What follows belongs to an exercise in optimizing a design on an open flow for small area; a production flow would make more cautious choices. In this exercise RTL edits were held to simulation tests only and were not proved equivalent to the original. No activity file was given, so power comes from the tool's default toggle rates.

==> flow/run.sh <==
#!/bin/bash
# Standard ORFS layout with three changes: synthesis maps with an area-oriented ABC script
# (synth_area.tcl wraps synth_recipe.tcl, registers untouched), ports get buf_1 buffers, and
# the clock tree uses clkbuf_8 buffers without dummy loads or wider clock wires. The rotator
# module rot32 is mapped onto inverting mux gates (see synth_area.tcl).
# make's full output goes to layout.log here; ORFS keeps each step's log under orfs/logs.
set -euo pipefail
W=$PWD
export AREA_ABC_SCRIPT=$W/flow/area.abc
export FLOW_SYNTH_TCL=$W/synth_recipe.tcl
export ROT_ABC_SCRIPT=$W/flow/rot.abc
export ROT_LIB=$W/rot_cells.lib
python3 $W/flow/rot_lib.py $FLOW_HOME/platforms/sky130hd/lib/sky130_fd_sc_hd__tt_025C_1v80.lib $ROT_LIB
bash standard.sh \
	"SYNTH_SCRIPT=$W/flow/synth_area.tcl" \
	"SYNTH_KEEP_MODULES=rot32" \
	"BUFFER_PORTS_ARGS=-buffer_cell sky130_fd_sc_hd__buf_1" \
	"CTS_ARGS=-sink_clustering_enable -repair_clock_nets -sink_clustering_size 30 -buf_list sky130_fd_sc_hd__clkbuf_8 -dont_use_dummy_load -apply_ndr none" \
	${FW_TARGETS:-finish} > layout.log 2>&1
==> flow/area.abc <==
strash
dch -f
amap
topo
stime -c
==> flow/rot.abc <==
strash
dch -f
amap
topo
==> flow/rot_lib.py <==
# Writes a liberty file holding only the cells the rotator may be mapped onto, cut from the
# platform library: python3 rot_lib.py PLATFORM_LIB OUT_LIB
import re
import sys

text = open(sys.argv[1]).read()
start = text.index('\n    cell (')
parts = re.split(r'(?=\n    cell \()', text[start:])
keep = [p for p in parts
        if re.match(r'\n    cell \("?sky130_fd_sc_hd__(o22ai_1|inv_1|nand2_1|nor2_1)"?\)', p)]
open(sys.argv[2], 'w').write(text[:start] + ''.join(keep) + '\n}\n')
==> flow/synth_area.tcl <==
# The standard synthesis (synth_recipe.tcl, registers untouched) with two mapping changes:
# the top module is mapped with an area-oriented ABC script (area.abc), and the rotator module
# rot32, kept apart until synth_recipe.tcl flattens the design, is mapped first onto inverting
# mux gates only (rot_cells.lib: o22ai, inv, nand2, nor2 cut from the platform library).
set ::area_abc_script $::env(AREA_ABC_SCRIPT)
set ::rot_abc_script $::env(ROT_ABC_SCRIPT)
set ::rot_lib $::env(ROT_LIB)
proc abc {args} {
  set i [lsearch -exact $args -script]
  if { $i >= 0 } {
    lset args [expr { $i + 1 }] $::area_abc_script
  }
  yosys abc -script $::rot_abc_script -liberty $::rot_lib rot32
  yosys abc {*}$args $::env(DESIGN_NAME)
}
source $::env(FLOW_SYNTH_TCL)
==> standard.sh <==
#!/bin/bash
# synth_recipe.tcl (not shown) runs the flow's synth.tcl, then flattens the netlist and writes it again
# the make line also repeats each setting of config.mk as NAME=value (left out here)
make -C /OpenROAD-flow-scripts/flow DESIGN_CONFIG=/design/flow/config.mk WORK_HOME=/design/flow/orfs CLKGATE_MAP_FILE= SYNTH_SCRIPT=/design/flow/synth_recipe.tcl "${@:-finish}"
==> config.mk <==
export PLATFORM = sky130hd
export DESIGN_NAME = exec_unit
export DESIGN_NICKNAME = exec_unit
export VERILOG_FILES = /design/flow/design.v
export SDC_FILE = /design/flow/constraint.sdc
export NUM_CORES = 4
export LEC_CHECK = 0
export CAP_MARGIN = 20
export CORE_MARGIN = 2
export CORE_UTILIZATION = 45
export GPL_TIMING_DRIVEN = 0
export SETUP_SLACK_MARGIN = 0.4
export SLEW_MARGIN = 20
==> constraint.sdc <==
create_clock -name core_clock -period 5.0 [get_ports {clk}]
set_input_delay 1.0000 -clock core_clock [delete_from_list [all_inputs] [get_ports {clk}]]
set_output_delay 1.0000 -clock core_clock [all_outputs]
set_load 0.01 [all_outputs]
==> design.v <==
package exec_pkg;
	typedef logic [31:0] word_t;      
	typedef logic [4:0]  mode_t;      
	typedef logic [1:0]  sub_mode_t;
	typedef logic [4:0]  bit_idx_t;   
	typedef logic [3:0]  y1_chan_t;   
	typedef logic [1:0]  y2_chan_t;   
	typedef logic [7:0]  irq_num_t;
	localparam mode_t MODE_CONV  = 5'd4;   
	localparam mode_t MODE_SHIFT = 5'd5;
	localparam mode_t MODE_LOGIC = 5'd6;
	localparam mode_t MODE_MOVE  = 5'd9;
	localparam mode_t MODE_SEXT  = 5'd18;
	localparam mode_t MODE_FIELD = 5'd19;
	localparam mode_t MODE_CMPU  = 5'd20;
	localparam mode_t MODE_CMPS  = 5'd21;
	localparam word_t SHIFT_MAX = 32'd32;  
	localparam irq_num_t IRQ_SHIFT_LEFT  = 8'd6;
	localparam irq_num_t IRQ_SHIFT_RIGHT = 8'd7;
	typedef struct packed {
		mode_t     mode;
		sub_mode_t sub_mode;
		logic      rw;        
		word_t     x1;
		word_t     x2;
		bit_idx_t  m_num;     
		bit_idx_t  l_num;     
		y1_chan_t  y1_sel;
		y2_chan_t  y2_sel;
	} exec_req_t;
	typedef struct packed {
		word_t order_addr;
		logic  running;
		logic  dep_tpc;
		logic  dep_ipc;
		logic  eff_tpc;
		logic  eff_ipc;
		logic  eff_flag;
		logic  eff_cs;
		logic  four_cycle;
	} exec_tag_t;
	typedef struct packed {
		word_t y1;
		word_t y2;
	} unit_res_t;
	typedef struct packed {
		word_t    y1;
		word_t    y2;
		y1_chan_t y1_channel;
		y2_chan_t y2_channel;
	} exec_result_t;
	typedef struct packed {
		logic     valid;
		irq_num_t num;
	} irq_t;
	typedef enum logic [2:0] {
		EQ = 3'd0,
		NE = 3'd1,
		GT = 3'd2,
		LT = 3'd3,
		GE = 3'd4,
		LE = 3'd5
	} cmp_cond_t;
endpackage
`timescale 1ns/1ns
module rot32 (
	input  logic [31:0] src,
	input  logic [4:0]  r,
	output logic [31:0] rot_n
);
	always_comb begin
		logic [31:0] t;
		t = src;
		t = ~(r[0] ? {t[30:0], t[31]}    : t);
		t = ~(r[1] ? {t[29:0], t[31:30]} : t);
		t = ~(r[2] ? {t[27:0], t[31:28]} : t);
		t = ~(r[3] ? {t[23:0], t[31:24]} : t);
		t = ~(r[4] ? {t[15:0], t[31:16]} : t);
		rot_n = t;
	end
endmodule
`timescale 1ns/1ns
module exec_unit (
	input  logic        clk,
	input  logic        rst,
	input  logic        hold,
	input  logic [4:0]  mode,
	input  logic [1:0]  sub_mode,
	input  logic        rw,
	input  logic [31:0] x1,
	input  logic [31:0] x2,
	input  logic [4:0]  m_num,
	input  logic [4:0]  l_num,
	input  logic [3:0]  y1_sel,
	input  logic [1:0]  y2_sel,
	input  logic [31:0] tag_addr_in,
	input  logic [7:0]  tag_flags_in,
	input  logic        irq_in_valid,
	input  logic [7:0]  irq_in_num,
	output logic [31:0] y1,
	output logic [31:0] y2,
	output logic [3:0]  y1_channel,
	output logic [1:0]  y2_channel,
	output logic [31:0] tag_addr_out,
	output logic [7:0]  tag_flags_out,
	output logic        irq_out_valid,
	output logic [7:0]  irq_out_num
);
	logic go, hr;
	logic m_shift, m_logic, m_move, m_sext, m_field, m_conv, m_cmp;
	logic supported;
	assign go = !hold && !rst;
	assign hr = hold && !rst;
	assign m_shift = (mode == 5'd5);
	assign m_logic = (mode == 5'd6);
	assign m_move  = (mode == 5'd9)  && !sub_mode[1];
	assign m_sext  = (mode == 5'd18) && !sub_mode[1];
	assign m_field = (mode == 5'd19) && !sub_mode[1];
	assign m_conv  = (mode == 5'd4)  && (sub_mode == 2'd3);
	assign m_cmp   = (mode[4:1] == 4'b1010);
	assign supported = m_shift | m_logic | m_move | m_sext | m_field | m_conv | m_cmp;
	logic       big;    
	logic       hi;     
	logic [4:0] k;
	logic       fault;
	assign big   = |x2[31:6];
	assign hi    = x2[5];
	assign k     = x2[4:0];
	assign fault = m_shift && (big || (hi && (|k)));
	logic        f_sel;   
	logic        right;   
	logic [4:0]  p, q, amt;
	logic [4:0]  span;    
	logic        span_ok;  
	logic [31:0] mask;
	assign f_sel = mode[4];
	assign right = sub_mode[0];
	assign amt   = f_sel ? l_num : k;
	assign {span_ok, span} = {1'b1, m_num} - {1'b0, l_num};
	assign p     = right ? 5'd0 : amt;
	assign q     = f_sel ? (right ? span : m_num) : (right ? ~k : 5'd31);
	function automatic logic [31:0] therm_ge(input logic [4:0] v);
		logic [31:0] t;
		t = 32'h1;
		t[1:0]  = {1'b1, !v[0]};
		t[3:0]  = {t[1:0] | {2{!v[1]}}, t[1:0] & {2{!v[1]}}};
		t[7:0]  = {t[3:0] | {4{!v[2]}}, t[3:0] & {4{!v[2]}}};
		t[15:0] = {t[7:0] | {8{!v[3]}}, t[7:0] & {8{!v[3]}}};
		t       = {t[15:0] | {16{!v[4]}}, t[15:0] & {16{!v[4]}}};
		therm_ge = t;
	endfunction
	logic [31:0] ge_p, ge_nq;
	assign ge_p  = therm_ge(p);
	assign ge_nq = therm_ge(~q);   
	always_comb
		for (int i = 0; i < 32; i++)
			mask[i] = ge_p[i] && ge_nq[31-i];
	logic [4:0]  r;
	logic [31:0] src;
	logic [31:0] rot;
	assign r[0] = amt[0];
	assign r[1] = amt[1] ^ (right & amt[0]);
	assign r[2] = amt[2] ^ (right & (|amt[1:0]));
	assign r[3] = amt[3] ^ (right & (|amt[2:0]));
	assign r[4] = amt[4] ^ (right & (|amt[3:0]));
	assign src = f_sel ? x2 : x1;
	logic [31:0] rot_n;
	rot32 rot32_i (
		.src   (src),
		.r     (r),
		.rot_n (rot_n)
	);
	assign rot = ~rot_n;
	logic        eq, lt, hit;
	always_comb begin
		logic [31:0] n0, l0;
		logic [15:0] n1, l1;
		logic [7:0]  n2, l2;
		logic [3:0]  n3, l3;
		logic [1:0]  n4, l4;
		n0 = x1 ^ x2;
		l0 = {x2[31] ^ mode[0], x2[30:0]};
		for (int i = 0; i < 16; i++) begin
			l1[i] = n0[2*i+1] ? l0[2*i+1] : l0[2*i];
			n1[i] = n0[2*i+1] | n0[2*i];
		end
		for (int i = 0; i < 8; i++) begin
			l2[i] = n1[2*i+1] ? l1[2*i+1] : l1[2*i];
			n2[i] = n1[2*i+1] | n1[2*i];
		end
		for (int i = 0; i < 4; i++) begin
			l3[i] = n2[2*i+1] ? l2[2*i+1] : l2[2*i];
			n3[i] = n2[2*i+1] | n2[2*i];
		end
		for (int i = 0; i < 2; i++) begin
			l4[i] = n3[2*i+1] ? l3[2*i+1] : l3[2*i];
			n4[i] = n3[2*i+1] | n3[2*i];
		end
		eq = !(n4[1] | n4[0]);
		lt = !eq && (n4[1] ? l4[1] : l4[0]);
	end
	always_comb
		case ({rw, sub_mode})
			3'd0: hit = eq;
			3'd1: hit = !eq;
			3'd2: hit = !lt && !eq;
			3'd3: hit = lt;
			3'd4: hit = !lt;
			3'd5: hit = lt || eq;
			default: hit = 1'b0;
		endcase
	logic [31:0] below;   
	logic        t1, t2;
	always_comb begin
		logic [7:0] g;     
		logic [7:0] gp;    
		for (int j = 0; j < 8; j++)
			g[j] = |x2[4*j +: 4];
		gp[0] = 1'b0;
		gp[1] = g[0];
		gp[2] = g[0] | g[1];
		gp[3] = gp[2] | g[2];
		gp[4] = gp[2] | (g[2] | g[3]);
		gp[5] = gp[4] | g[4];
		gp[6] = gp[4] | (g[4] | g[5]);
		gp[7] = gp[6] | g[6];
		for (int j = 0; j < 8; j++) begin
			below[4*j]   = gp[j];
			below[4*j+1] = gp[j] | x2[4*j];
			below[4*j+2] = gp[j] | (x2[4*j] | x2[4*j+1]);
			below[4*j+3] = gp[j] | (x2[4*j] | x2[4*j+1] | x2[4*j+2]);
		end
		t2 = gp[7] | g[7];
	end
	assign t1 = |x1;
	logic [3:0] lut;       
	logic       y2_bit0;   
	logic       a_or;      
	logic       a_m;       
	logic       c_m;       
	logic       c_nm;      
	logic       b_nm;      
	logic       mh;        
	logic       sx8, sx16;
	logic       ng;
	always_comb begin
		logic [3:0] l;
		logic       f;
		case (sub_mode)
			2'd0: begin l = 4'b1000; f = t1 & t2; end
			2'd1: begin l = 4'b1110; f = t1 | t2; end
			2'd2: begin l = 4'b0101; f = !t2;     end
			default: begin l = 4'b0110; f = t1 ^ t2; end
		endcase
		lut = {4{go}} & (m_logic ? l : ((m_move || m_sext) ? 4'b1010 : 4'b0000));
		y2_bit0 = go & ((m_logic & f) | (m_cmp & hit));
	end
	assign a_or = go & m_shift & !big & !hi & sub_mode[1];
	assign a_m  = go & ((m_field & (!right | span_ok)) | (m_shift & !big & (!hi | sub_mode[1])));
	assign c_m  = go & m_shift & !big & hi;
	assign c_nm = go & m_shift & !big & !hi;
	assign b_nm = go & m_field & !right;
	assign mh   = go & m_move & sub_mode[0];
	assign sx8  = go & m_sext & !sub_mode[0] & x2[7];
	assign sx16 = go & m_sext & sub_mode[0] & x2[15];
	assign ng   = go & m_conv;
	logic [31:0] y1_c, y2_c;
	always_comb
		for (int i = 0; i < 32; i++) begin
			y1_c[i] = (rot[i] & (a_or | (a_m & mask[i])))
			        | (x1[i] & b_nm & !mask[i])
			        | lut[{x1[i], x2[i]}]
			        | (ng & (x2[i] ^ below[i]))
			        | ((i >= 16) ? (mh & x1[(i + 16) % 32]) | sx16 : 1'b0)
			        | ((i >= 8) ? sx8 : 1'b0);
			y2_c[i] = (rot[i] & ((c_m & mask[i]) | (c_nm & !mask[i])))
			        | ((i == 0) ? y2_bit0 : 1'b0);
		end
	logic ch_ok;
	logic irq_v;
	logic [7:0] irq_n;
	assign ch_ok = go && supported && !fault;
	assign irq_v = go && (irq_in_valid | fault);
	assign irq_n = {8{go}} & (irq_in_valid ? irq_in_num : {5'd0, fault, fault, fault & sub_mode[0]});
	always_ff @(posedge clk) begin
		y1            <= (y1 & {32{hr}}) | y1_c;
		y2            <= (y2 & {32{hr}}) | y2_c;
		y1_channel    <= (y1_channel & {4{hr}}) | (y1_sel & {4{ch_ok}});
		y2_channel    <= (y2_channel & {2{hr}}) | (y2_sel & {2{ch_ok}});
		tag_addr_out  <= (tag_addr_out & {32{hr}}) | (tag_addr_in & {32{go}});
		tag_flags_out <= (tag_flags_out & {8{hr}}) | (tag_flags_in & {8{go}});
		irq_out_valid <= (irq_out_valid & hr) | irq_v;
		irq_out_num   <= (irq_out_num & {8{hr}}) | irq_n;
	end
endmodule
==> impl_metrics.env, run 1 <==
export IMPL_first_global_vias=11505
export IMPL_pre_cts_ws_ps=-1174
export IMPL_slew_headroom_pct=16.20
export IMPL_drt_wl_total_um=47790
export IMPL_hold_path_class="register to register"
export IMPL_clock_root_buffer="clkbuf_8"
export IMPL_routedWlPerCell_um=25.71
export IMPL_p_comb_share_pct=40.9
export IMPL_synth_area_leaders="dfxtp_1, o22ai_1, nor2_1, clkinv_1, o21ai_0"
export IMPL_fin_crit_ps=4523
export IMPL_grt_usage_pct=42.17
export IMPL_cp_max_fo=46
export IMPL_crit_required_ps=5380
export IMPL_drv_cap=0
export IMPL_power_frac_seq_pct=36.0
export IMPL_fmax_mhz=221.1
export IMPL_clk_pin_slew_worst_paths_ps=80
export IMPL_drv_slew=0
export IMPL_met1_usage_pct=53.37
export IMPL_grtUsageMet2_pct=63.48
export IMPL_synth_nets=1433
export IMPL_start_kind="input port"
export IMPL_synth_top_area_share_pct=26.51
export IMPL_antenna_found_initial=1
export IMPL_status="no timing/DRC/antenna violations"
export IMPL_clock_sinks=119
export IMPL_use_met3_pct=11.92
export IMPL_rsz0062_at_grt="yes"
export IMPL_syn_area_per_cell_um2=7.048
export IMPL_setup_slack_ps=476.8
export IMPL_final_common_cell="buf_1"
export IMPL_drtPass1Iterations=6
export IMPL_grt_max_degree=47
export IMPL_port_buffers=258
export IMPL_gp_congestion=1.042
export IMPL_clock_latency_ps=450
export IMPL_p_per_area_mw_per_mm2=267.0
export IMPL_rows=51
export IMPL_fin_worst_skew_ps=0
export IMPL_initial_core_util_pct=46.02
export IMPL_switching_power_mw=1.306
export IMPL_fin_cells=1859
export IMPL_peakVddDrop_mv=0.1599
export IMPL_max_slew_worst_pin_slew_ps=1257
export IMPL_hpwl_um=34850
export IMPL_p_total_mw=3.016
export IMPL_io_pins=259
export IMPL_fillers=1963
export IMPL_area_growth_pct=25.69
export IMPL_finish_utilization_pct=57.84
export IMPL_fin_area_mm2=0.01129
export IMPL_ys_seq_elements=119
export IMPL_place_inst=1812
export IMPL_cts_hold_buf=0
export IMPL_overflow=0
export IMPL_clockBufferDepth=2
export IMPL_switching_share_pct=43.31
export IMPL_drive_gt1_share_pct=7.035
export IMPL_yosysTopAreaCell="dfxtp_1"
export IMPL_netlist_instances=1275
export IMPL_p_int_mw=1.710
export IMPL_hold_viol=0
export IMPL_final_setup_tns_ps=0
export IMPL_die_w_um=145.3
export IMPL_coreArea_mm2=0.01953
export IMPL_ant_nets=0
export IMPL_vias_per_cell=6.947
export IMPL_hold_depth=2
export IMPL_end_kind="register"
export IMPL_vias=12915
export IMPL_yosys_cell_types_count=43
export IMPL_drcViolationCount=0
export IMPL_synth_area_mm2=0.008986
export IMPL_layout_common_cells="buf_1, o22ai_1, nor2_1"
export IMPL_cp_arrival_ps=4910
export IMPL_clkPwrFrac_pct=23.1
export IMPL_grt_first_pass_wirelength_um=69790
export IMPL_htree_num_levels=4
export IMPL_setup_viol=0
export IMPL_yosysSeqAreaShare_pct=26.51
export IMPL_cts_tree="built"
export IMPL_numCtsBuffers=17
export IMPL_yosys_warnings=2
export IMPL_cellLeakagePower_nw=3.676
export IMPL_fin_crit_sh_pct=90.46
export IMPL_layout_nets=1752
export IMPL_grt_busiest_layer="met2"
export IMPL_die_y_um=145.3
export IMPL_timing_hold_ws_ps=437.9
export IMPL_path_class="input port to register"
export IMPL_reg2reg_depth=4
export IMPL_dieArea_mm2=0.02112
export IMPL_drt_iter0_markers=1800
export IMPL_placed_area_mm2=0.01065
-- flip-flops by register name, summed over array words and instances (netlist names) --
name and flops:
tag_flags_out 8, irq_out_valid 1, tag_addr_out 32, y2_channel 2, y2 32, y1_channel 4
y1 32, irq_out_num 8
-- cell families after synthesis --
logic type               Yosys count  synth area share [%]
buffers and inverters            146                 6.099
AO/OA/AOI/OAI                    622                 47.30
adder cells (fa/ha/maj)           18                 2.590
AND/OR/NAND/NOR                  370                 17.50
flip-flops                       119                 26.51
-- per-module statistics from Yosys, one instance, submodules excluded --
module     area [um2]  cells inside  times used
exec_unit        7966          1110           1
rot32            1020           165           1
-- metal layers --
metal,vias to the layer above,wire (um),share of wire [%]
met1,5857,17340,36
li1,5763,-,-
met4,0,3885,8.1
met5,-,0,0
met2,1061,19880,42
met3,234,6675,14
-- cells in the mapped netlist (all sizes together) --
cell,number
nor3,32
a22o,46
fa,1
o21a,4
o211ai,21
a31oi,11
a32oi,4
a211oi,17
nand2,110
o22ai,243
or2,7
and3,2
a31o,1
or3,6
a211o,1
a2111o,4
o221a,1
nor2b,4
or4,3
clkinv,141
nor2,163
a221o,7
a21oi,40
o21ai,100
a21o,1
o31ai,3
dfxtp,119
o32ai,3
inv,5
a221oi,18
o2111ai,5
a311oi,5
o311ai,11
a22oi,19
ha,17
nand3,20
a2111oi,14
nand4b,1
a222oi,3
nor4,9
nand4,13
a32o,16
o221ai,24
-- final timing paths --
check	start	end	slack (ps)
max	mode[4]	y1[15]$_DFF_P_	480
max reg2reg	y1[26]$_DFF_P_	y1[26]$_DFF_P_	3100
min reg2reg	y2[27]$_DFF_P_	y2[27]$_DFF_P_	440
min	y2[27]$_DFF_P_	y2[27]$_DFF_P_	440
-- cell type report --
cell class | instances | area [um2] | share of cell area, %
tap | 265 | 331.6 | 2.936
multi-input combinational | 1014 | 6336 | 56.10
inverter | 146 | 594.3 | 5.262
antenna | 2 | 5.005 | 0.04431
timing repair inverter | 5 | 35.03 | 0.3102
sequential | 119 | 2382 | 21.09
clock buffer | 17 | 234.0 | 2.072
timing repair buffer | 291 | 1376 | 12.19
-- what timing repair did --
| action | in CTS | in global routing |
|---|---|---|
| endpoints found under the setup margin | 64 | 59 |
| resized for setup | 30 | 21 |
| hold endpoints to repair | 0 | 0 |
| gates cloned | 7 | 2 |
| buffers inserted | 15 | 4 |
| pin swaps | 3 | 3 |
-- power by group through the flow --
stage / clock network (mW) / registers (mW) / logic, mW
5_1_grt: 0.724 / 1.09 / 1.30
4_1_cts: 0.688 / 1.08 / 1.16
3_3_place_gp: 0 / 1.10 / 1.09
3_5_place_dp: 0 / 1.10 / 1.10
6_report: 0.697 / 1.08 / 1.23
2_1_floorplan: 0 / 1.14 / 0.626
-- worst max-delay path, stage by stage --
cell	delay, ps
buf_2	130
buf_12	180
inv_8	260
nand3_1	180
nor3_1	440
clkinv_1	260
nand3_1	240
nand2_1	130
nor2_2	670
clkinv_2	610
o22ai_1	250
a21oi_1	90
o311ai_0	130
a31oi_1	160
o21ai_0	120
==> run 2: changes to the inputs <==
--- a/flow/run.sh
+++ b/flow/run.sh
@@ -5,2 +5,3 @@
 # module rot32 is mapped onto inverting mux gates (see synth_area.tcl).
+# Floorplan only removes synthesis buffers (REMOVE_ABC_BUFFERS) instead of repairing timing there.
 # make's full output goes to layout.log here; ORFS keeps each step's log under orfs/logs.
@@ -16,2 +17,3 @@
 	"SYNTH_KEEP_MODULES=rot32" \
+	"REMOVE_ABC_BUFFERS=1" \
 	"BUFFER_PORTS_ARGS=-buffer_cell sky130_fd_sc_hd__buf_1" \
==> impl_metrics.env, run 2 <==
export IMPL_crit_family="compound AO/OA/AOI/OAI gates"
export IMPL_htree_num_levels=4
export IMPL_top_regs="tag_addr_out: 32 flops, y1: 32 flops, y2: 32 flops"
export IMPL_synth_area_leaders="dfxtp_1, o22ai_1, nor2_1, clkinv_1, o21ai_0"
export IMPL_crit_chain="buf_2 -> buf_12 -> inv_12 -> a22oi_2 -> nor2_1 -> nand2_1 -> o21ai_4 -> clkinvlp_4 -> o22ai_1 -> o22ai_1 -> o22ai_1 -> o22ai_1 -> o311ai_0"
export IMPL_synth_edff_count=0
export IMPL_numCtsBuffers=17
export IMPL_vias_per_cell=6.916
export IMPL_area_growth_pct=25.26
export IMPL_fin_crit_sh_pct=91.21
export IMPL_setup_viol=0
export IMPL_drtPass1Iterations=7
export IMPL_synth_common_cells="o22ai_1, nor2_1, clkinv_1"
export IMPL_fin_worst_skew_ps=0
export IMPL_drive_gt1_share_pct=6.313
export IMPL_coreArea_mm2=0.01953
export IMPL_die_w_um=145.3
export IMPL_place_inst=1815
export IMPL_gp_congestion=1.018
export IMPL_grt_usage_pct=41.23
export IMPL_path_class="input port to register"
export IMPL_yosysTopAreaCell="dfxtp_1"
export IMPL_min_to="y2[27]$_DFF_P_"
export IMPL_rows=51
export IMPL_ys_seq_elements=119
export IMPL_cellLeakagePower_nw=3.668
export IMPL_vias=12788
export IMPL_hold_path_class="register to register"
export IMPL_synth_most_common_cell="o22ai_1"
export IMPL_fmax_mhz=219.3
export IMPL_ant_nets=0
export IMPL_r2r_end="y1[26]$_DFF_P_"
export IMPL_grt_first_pass_wirelength_um=68160
export IMPL_final_common_cell="buf_1"
export IMPL_initial_core_util_pct=46.02
export IMPL_crit_required_ps=5340
export IMPL_netlist_instances=1275
export IMPL_clock_sinks=119
export IMPL_cpMostUsedCell="o22ai_1"
export IMPL_pre_cts_ws_ps=-1541
export IMPL_hpwl_um=35260
export IMPL_rsz0062_at_grt="yes"
export IMPL_syn_area_per_cell_um2=7.048
export IMPL_yosysSeqAreaShare_pct=26.51
export IMPL_clk_pin_slew_worst_paths_ps=70
export IMPL_dieArea_mm2=0.02112
export IMPL_slew_headroom_pct=22.23
export IMPL_cts_hold_buf=0
export IMPL_clock_latency_ps=460
export IMPL_hold_depth=2
export IMPL_port_buffers=258
export IMPL_reg2reg_depth=4
export IMPL_critPathMaxStageDelay_ps=530
export IMPL_clock_root_buffer="clkbuf_8"
export IMPL_cp_arrival_ps=4900
export IMPL_cp_slowest_cell="nor2_1"
export IMPL_clockBufferDepth=2
export IMPL_first_global_vias=11271
export IMPL_drv_cap=0
export IMPL_yosys_cell_types_count=43
export IMPL_antenna_found_initial=0
export IMPL_setup_slack_ps=439.4
export IMPL_drt_iter0_markers=1477
export IMPL_antenna_cells=0
export IMPL_end_kind="register"
export IMPL_drt_wl_total_um=47250
export IMPL_synth_area_mm2=0.008986
export IMPL_r2r_start="y1[26]$_DFF_P_"
export IMPL_grt_max_degree=47
export IMPL_cts_tree="built"
export IMPL_overflow=0
export IMPL_critPathBufInv=4
export IMPL_min_from="y2[27]$_DFF_P_"
export IMPL_fillers=1939
export IMPL_synth_top_area_share_pct=26.51
export IMPL_layout_nets=1744
export IMPL_status="no timing/DRC/antenna violations"
export IMPL_yosys_warnings=2
export IMPL_drv_slew=0
export IMPL_io_pins=259
export IMPL_ys_async_sr_fraction_pct=0
export IMPL_routedWlPerCell_um=25.56
export IMPL_peakVddDrop_mv=0.1616
export IMPL_max_slew_worst_pin_slew_ps=1167
export IMPL_p_total_mw=2.992
export IMPL_fin_cells=1849
export IMPL_start_kind="input port"
export IMPL_die_y_um=145.3
export IMPL_r2r_slack_ps=3210
export IMPL_drcViolationCount=0
export IMPL_fin_crit_ps=4561
export IMPL_cp_max_fo=46
export IMPL_hold_viol=0
export IMPL_p_per_area_mw_per_mm2=265.8
export IMPL_ys_flop_type="dfxtp_1"
export IMPL_layout_common_cells="buf_1, o22ai_1, nor2_1"
-- run 2: cell counts after synthesis --
No cell type changed its count.
-- run 2: cell families after synthesis --
kind of cell,count (synthesis),synth area share (%)
flops,119,26.51
buf+inv,146,6.099
simple gates,370,17.50
fa+ha+maj,18,2.590
compound gates,622,47.30
-- run 2: tightest hold or removal path, delay by kind of cell, from the launching register on --
family	cells	cell delay [ps]
DFF	1	310
and+or+nand+nor	2	90
-- run 2: power by group --
group / total, mW / internal [mW] / switching, mW
clock network: 0.677 / 0.299 / 0.378
registers: 1.09 / 1.03 / 0.0504
logic: 1.23 / 0.377 / 0.853
total: 2.99 / 1.71 / 1.28
-- run 2: through the flow --
stage,cell area (um2),TNS [ps],hold slack (ps),utilization (%)
final,11260,0,434.9,57.64
after detailed placement,10720,-76600,427.3,54.92
after global routing,11260,0,469.6,57.64
after CTS,11110,0,437.0,56.88
after floorplan,8986,-131990,462.5,-
after global placement,10290,-585070,424.5,52.68
-- run 2: per-module statistics from Yosys, one instance, submodules excluded --
module / cells / flops+latches / cell area [um2] / copies in the design
exec_unit: 1110 / 119 / 7966 / 1
rot32: 165 / 0 / 1020 / 1
-- run 2: timing repair --
item,4_1_cts,5_1_grt
resized for setup,24,28
setup endpoints to repair,64,58
buffers inserted,5,5
pin swaps,2,5
gates cloned,4,3
-- run 2: worst max-delay path by stage --
stage,from,to,slack (ps),depth (start not counted)
after floorplan,mode[4],y1[13]$_DFF_P_,-2240,14
after CTS,x2[0],y2[0]$_DFF_P_,270,23
after global placement,mode[4],y1[11]$_DFF_P_,-6980,15
final,mode[4],y2[0]$_DFF_P_,440,13
after detailed placement,mode[4],y2[0]$_DFF_P_,-1540,14
after global routing,x2[0],y2[0]$_DFF_P_,370,23
-- run 2: area by class of cell --
| type | count | area, um2 | area share, % |
|---|---|---|---|
| timing repair buffer | 285 | 1374 | 12.21 |
| clock buffer | 17 | 234.0 | 2.079 |
| sequential | 119 | 2382 | 21.16 |
| timing repair inverter | 5 | 35.03 | 0.3112 |
| tap | 265 | 331.6 | 2.946 |
| inverter | 146 | 600.6 | 5.336 |
| multi-input combinational | 1012 | 6299 | 55.96 |
-- run 2: routing by layer --
metal	routed length, um	global-route usage (%)	vias to the layer above
met5	0	0	-
met4	3417	22.25	0
met3	6229	10.50	203
met2	20360	65.38	968
met1	17250	51.44	5877
li1	-	-	5740

static timing again, ports no longer ideal:
Ports are ideal in the flow. The routed layouts listed here were re-timed in OpenROAD.
Step 1 sets driving cells, clkbuf_16 on the clock port and buf_2 on the other inputs (assumed; they add their load-dependent delay and slew).
Step 2 adds t to the input delays and takes it off the output delays; t is the mean of the earliest and latest rising clock arrival at the registers after step 1. Input paths then give back, and output paths get back, about the clock's delay inside the block.
a / b / c = ideal ports / drivers / drivers and shift; a / b = the first two.
run	t, ns	setup WS [ns]	clock arrival spread, ns
run 1	0.497	0.477 / 0.498 / 0.000	0.030 / 0.031
run 2	0.499	0.439 / 0.465 / -0.034	0.025 / 0.026
Met with ideal ports but missed after step 2: setup timing in run 2. The setup slack of run 1, which loses most, moves by +0.021 ns with the drivers and by -0.477 ns with both steps.
